Source: an optimization exercise on an open RTL-to-GDS flow (aim: small area, a short achievable clock period and few clock cycles per item). Production flows keep margins and buffers that such runs may drop. Function was checked by simulation only, so behaviour that the tests miss may differ from the original. Power figures rest on the tool's default switching activity, not on a simulated workload.

== job 101 ==
Design m_calc_engine, start of the top module:
module m_calc_engine #(
  parameter int CGES = 7,
  parameter int DW   = 16,
  localparam int AW  = $clog2(CGES),
  localparam int RW  = 2*DW + AW
) (
  input  logic                 clk,
  input  logic                 reset_n,
  input  logic                 cal,
  input  logic                 din_valid,
  input  logic signed [DW-1:0] din,
  input  logic                 coef_wr,
  input  logic [AW-1:0]        coef_addr,
  input  logic signed [DW-1:0] coef_data,
  output logic                 fin,
  output logic signed [RW-1:0] result,
  output logic                 result_valid,
  output logic                 busy
);
Settings: LEC_CHECK=0, CAP_MARGIN=20, CORE_MARGIN=2, CORE_UTILIZATION=40, PLACE_DENSITY=0.6, SETUP_SLACK_MARGIN=3.0, SLEW_MARGIN=20; clock period 9.0 ns.
run.sh (not shown) runs the stock make flow with config.mk's settings and CLKGATE_MAP_FILE= SYNTH_SCRIPT=/design/flow/synth_recipe.tcl, a recipe that flattens the netlist after the stock synthesis.
Testbench counts of job 101, summed over its fixed seeds: cycles 2,744, items 1,200.
Input-level comparison between job 102 and job 101:
diff --git a/flow/config.mk b/flow/config.mk
--- a/flow/config.mk
+++ b/flow/config.mk
@@ -8,6 +8,6 @@
 export CAP_MARGIN = 20
 export CORE_MARGIN = 2
-export CORE_UTILIZATION = 40
-export PLACE_DENSITY = 0.6
+export CORE_UTILIZATION = 55
+export PLACE_DENSITY = 0.7
 export SETUP_SLACK_MARGIN = 3.0
 export SLEW_MARGIN = 20
==> summary.txt <==
The flow did not stop early for job 102: all stages ran, and the layout cleared the timing, DRC and antenna checks.
From job 101 to job 102 the numbers moved as follows: area used by sequential logic in the layout was more or less identical, actual slew at the worst max-slew pin went up by 0.075 ns, share of power burned in combinational logic rose by 0.5 points, clock sink count did not really move, fraction of standard cell area in multi-input logic picked up an extra 0.99 points.
Job 102 vs job 101, source of the critical timing path: dg_two[21]$_DFF_P_ vs s_r[15]$_DFFE_PP_
Compared with job 101, the router placed more vias in job 102.
diff inputs: job 102 => job 103
diff --git a/flow/config.mk b/flow/config.mk
--- a/flow/config.mk
+++ b/flow/config.mk
@@ -8,6 +8,6 @@
 export CAP_MARGIN = 20
 export CORE_MARGIN = 2
-export CORE_UTILIZATION = 55
-export PLACE_DENSITY = 0.7
-export SETUP_SLACK_MARGIN = 3.0
+export CORE_UTILIZATION = 40
+export PLACE_DENSITY = 0.6
+export SETUP_SLACK_MARGIN = 3.6
 export SLEW_MARGIN = 20
Notes after the runs:
For job 102, the launching instance or port of the critical path was dg_two[21]$_DFF_P_, unlike job 103, where it was md_r[0]$_DFF_P_.
Lower number of buffers and inverters on the critical path among job 102 and job 103: job 102
Summary of job 103 over job 102: first-iteration DRC count went down; clock network power went up about 4%; post-placement worst setup slack fell by 0.030 ns; combinational power went up about 14%; shortest period the worst path allows decreased by 0.22 ns relative to the old numbers.
Job 103 vs job 102 on sequential share of layout area: job 103 is the lower one.

job 772:
Another version of the RTL of m_calc_engine (not shown whole).
For scale: ~3600 cells after synthesis, roughly 440 flip-flops, about 40000 um2 of cells after synthesis.
clock: 9.0 ns
lec_check: 0
cap_margin: 25
core_margin: 2
core_utilization: 40
cts_buf_list: sky130_fd_sc_hd__clkbuf_8
place_density: 0.6
setup_slack_margin: 3.1
slew_margin: 20
Testbench counts of job 772, summed over its fixed seeds: cycles 2,744, items 1,200.
Setup changes, job 772 to job 8319
Settings: swapping 3.1 for 3.3 in SETUP_SLACK_MARGIN.
==> flow/flow/run.sh (new file) <==
#!/bin/bash
# The standard layout flow, with the port buffers made from a regular buffer
# cell (buf_4) instead of the cell buffer_ports picks by default.  Every input
# and output port still gets its buffer.
set -e
export BUFFER_PORTS_ARGS="-buffer_cell sky130_fd_sc_hd__buf_4"
bash standard.sh > standard.log 2>&1
==> flow/standard.sh (new file) <==
#!/bin/bash
# synth_recipe.tcl (not shown) runs the flow's synth.tcl, then flattens the netlist and writes it again
# the make line also repeats each setting of config.mk as NAME=value (left out here)
make -C /OpenROAD-flow-scripts/flow DESIGN_CONFIG=/design/flow/config.mk WORK_HOME=/design/flow/orfs CLKGATE_MAP_FILE= SYNTH_SCRIPT=/design/flow/synth_recipe.tcl "${@:-finish}"
removed: flow/run.sh
[summary]
- Between job 8319 and job 772, the number of buffers added for setup after CTS is lower for job 8319.
- Run comparison: job 772 capture point of the worst path r_s[20]; job 8319 capture point of the worst path r_s[17]
- [compare] base=job 772 new=job 8319: count of cells resized by post-cts repair went down, multi-input logic area went up 1.6%.
- Compared to job 772, the router laid down more metal wire for job 8319.
- Going from job 772 to job 8319, the largest driver fanout on the critical path was found to have gone up by 1.
- Summary of the comparison: growth of design area from synthesis to finish is higher in job 8319, relative to job 772.
- Job 8319 vs. job 772: register-to-register slack now sits higher; post-layout total power went down 160 uW; design area higher.
The inputs of job 7798 differ from those of job 8319 as listed below.
Settings: changing SETUP_SLACK_MARGIN from 3.3 to 2.8.
==> flow/run.sh (new file) <==
#!/bin/bash
# synth_recipe.tcl (not shown) runs the flow's synth.tcl, then flattens the netlist and writes it again
# the make line also repeats each setting of config.mk as NAME=value (left out here)
make -C /OpenROAD-flow-scripts/flow DESIGN_CONFIG=/design/flow/config.mk WORK_HOME=/design/flow/orfs CLKGATE_MAP_FILE= SYNTH_SCRIPT=/design/flow/synth_recipe.tcl finish
removed: flow/flow/run.sh
removed: flow/standard.sh
Notes after the runs:
[job 7798] filler-free cell count of the finished design fell 54 relative to job 8319
Summary of job 7798 over job 8319: power dissipated by switching net loads -about 3%; non-clock buffer count -61; headroom to the max-slew limit -1.5 points; peak supply drop +about 18%; total power +about 0.9%.

Starting RTL as in the previous note.
Settings: LEC_CHECK=0, CAP_MARGIN=25, CORE_MARGIN=2, CORE_UTILIZATION=40, CTS_BUF_LIST=sky130_fd_sc_hd__clkbuf_8, PLACE_DENSITY=0.6, SETUP_SLACK_MARGIN=3.0, SLEW_MARGIN=20; clock period 9.0 ns.
Stock flow here: none of the scripts above is used.
The first run ran to the end with no violations.
Testbench counts at the start, summed over its fixed seeds: cycles 2,744, items 1,200.
Then changed:
--- a/flow/config.mk
+++ b/flow/config.mk
@@ -9,5 +9,4 @@
 export CORE_MARGIN = 2
 export CORE_UTILIZATION = 40
-export CTS_BUF_LIST = sky130_fd_sc_hd__clkbuf_8
 export PLACE_DENSITY = 0.6
 export SETUP_SLACK_MARGIN = 3.0
The changed run finished with timing, DRC and antenna clean.
Worst hold slack stays flat.
Synthesized cell count stays the same.
Register-to-register slack improves by 40 ps.
Critical path depth goes down by 2.
Total power rose by 1.6%.
Non-clock buffer count climbs by 12.
Count of clock-buffer cells in the layout fell by 32.
Then changed:
--- a/flow/config.mk
+++ b/flow/config.mk
@@ -9,5 +9,6 @@
 export CORE_MARGIN = 2
 export CORE_UTILIZATION = 40
-export PLACE_DENSITY = 0.6
+export CTS_BUF_LIST = sky130_fd_sc_hd__clkbuf_8
+export PLACE_DENSITY = 0.7
 export SETUP_SLACK_MARGIN = 3.0
 export SLEW_MARGIN = 20
The changed run finished with timing, DRC and antenna clean.
Register-to-register slack is worse by 50 ps.
Routed wire length goes up by a few percent.
Clock-buffer cell count went up by 25.
Hold slack degrades by 20 ps.
Power shrinks by a few percent.
First-iteration DRC count climbs by about a fifth.
Cell area barely changes.
Sequential power stays flat.
Worst setup slack gets worse by 32 ps.
Flip-flop and latch count is unchanged.
Sequential share of layout area stays flat.
Then changed:
==> flow/flow/run.sh (new file) <==
#!/bin/bash
# The standard layout flow, with the port buffers made from a regular buffer
# cell (buf_4) instead of the cell buffer_ports picks by default.  Every input
# and output port still gets its buffer.
set -e
export BUFFER_PORTS_ARGS="-buffer_cell sky130_fd_sc_hd__buf_4"
bash standard.sh > standard.log 2>&1
==> flow/standard.sh (new file) <==
#!/bin/bash
# synth_recipe.tcl (not shown) runs the flow's synth.tcl, then flattens the netlist and writes it again
# the make line also repeats each setting of config.mk as NAME=value (left out here)
make -C /OpenROAD-flow-scripts/flow DESIGN_CONFIG=/design/flow/config.mk WORK_HOME=/design/flow/orfs CLKGATE_MAP_FILE= SYNTH_SCRIPT=/design/flow/synth_recipe.tcl "${@:-finish}"
--- a/flow/config.mk
+++ b/flow/config.mk
@@ -10,5 +10,5 @@
 export CORE_UTILIZATION = 40
 export CTS_BUF_LIST = sky130_fd_sc_hd__clkbuf_8
-export PLACE_DENSITY = 0.7
+export PLACE_DENSITY = 0.6
 export SETUP_SLACK_MARGIN = 3.0
 export SLEW_MARGIN = 20
removed: flow/run.sh
Fmax barely changes.
Worst setup slack improves by 6.2 ps.
Synthesized area is unchanged.
Combinational power is about the same.
Utilization shrinks by 0.74 points.
Clock power grows by about 4%.
Non-clock buffer count shrinks by 47.
Then changed:
==> flow/run.sh (new file) <==
#!/bin/bash
# synth_recipe.tcl (not shown) runs the flow's synth.tcl, then flattens the netlist and writes it again
# the make line also repeats each setting of config.mk as NAME=value (left out here)
make -C /OpenROAD-flow-scripts/flow DESIGN_CONFIG=/design/flow/config.mk WORK_HOME=/design/flow/orfs CLKGATE_MAP_FILE= SYNTH_SCRIPT=/design/flow/synth_recipe.tcl finish
--- a/flow/config.mk
+++ b/flow/config.mk
@@ -9,5 +9,5 @@
 export CORE_MARGIN = 2
 export CORE_UTILIZATION = 40
-export CTS_BUF_LIST = sky130_fd_sc_hd__clkbuf_8
+export CTS_BUF_LIST = sky130_fd_sc_hd__clkbuf_4 sky130_fd_sc_hd__clkbuf_8 sky130_fd_sc_hd__clkbuf_16
 export PLACE_DENSITY = 0.6
 export SETUP_SLACK_MARGIN = 3.0
removed: flow/flow/run.sh
removed: flow/standard.sh
What happened: The new run finished with timing, DRC and antenna clean; total power increases by 0.99%; global-route usage is higher by 0.55 points; design area came out higher by about 1.4%; sequential cell count stays the same; via count is about the same; utilization grows by 0.63 points; area after synthesis is unchanged; first-iteration DRC count grows by 5.7%; setup slack gains 8.8 ps; sequential share of layout area shrinks by 0.33 points; non-clock buffer count increases by 27.
Then changed:
--- a/flow/config.mk
+++ b/flow/config.mk
@@ -9,6 +9,6 @@
 export CORE_MARGIN = 2
 export CORE_UTILIZATION = 40
-export CTS_BUF_LIST = sky130_fd_sc_hd__clkbuf_4 sky130_fd_sc_hd__clkbuf_8 sky130_fd_sc_hd__clkbuf_16
+export CTS_BUF_LIST = sky130_fd_sc_hd__clkbuf_8
 export PLACE_DENSITY = 0.6
-export SETUP_SLACK_MARGIN = 3.0
+export SETUP_SLACK_MARGIN = 3.25
 export SLEW_MARGIN = 20
The changed run finished clean.
Power shrinks by a few percent.
First-iteration DRC count decreases slightly.
Worst setup slack gets worse by 16 ps.

[afterwards: timing with drivers on the ports]
Ports are ideal in the flow. The routed layouts listed here were re-timed in OpenROAD.
Step 1: set_driving_cell puts a clkbuf_16 on clk and a buf_2 on each other input, an assumption about the parent block.
Step 2 times the ports against the registers' clock, not the clock port: input delays grow and output delays shrink by t, the midpoint of the rising clock arrivals with the driver on.
Three values: ideal ports, drivers, drivers and shift; two values: the first two.
| run | shift t [ns] | slack for setup (ns) | worst setup path at the end |
|---|---|---|---|
| job 101 | 0.722 | 3.038 / 3.038 / 2.417 | input to register |
| job 102 | 0.715 | 3.027 / 3.027 / 2.379 | input to register |
| job 103 | 0.707 | 3.242 / 3.241 / 2.534 | input to register |
| job 772 | 0.809 | 2.937 / 2.937 / 2.286 | input to register |
| job 8319 | 0.775 | 3.043 / 3.061 / 2.296 | input to register |
| job 7798 | 0.756 | 2.830 / 2.830 / 2.156 | input to register |
| the first run of note 3 | 0.777 | 3.002 / 3.002 / 2.281 | input to register |
| the second run of note 3 | 0.696 | 3.008 / 3.039 / 2.364 | input to register |
| the third run of note 3 | 0.794 | 2.976 / 2.988 / 2.226 | input to register |
| the fourth run of note 3 | 0.767 | 2.982 / 2.982 / 2.293 | input to register |
| the fifth run of note 3 | 0.697 | 2.991 / 3.031 / 2.346 | input to register |
| the sixth run of note 3 | 0.773 | 2.975 / 2.975 / 2.302 | input to register |
After both steps setup and hold are still met in every run listed. For the third run of note 3, which loses most, drivers alone change the setup slack by +0.012 ns; drivers and shift together by -0.750 ns.
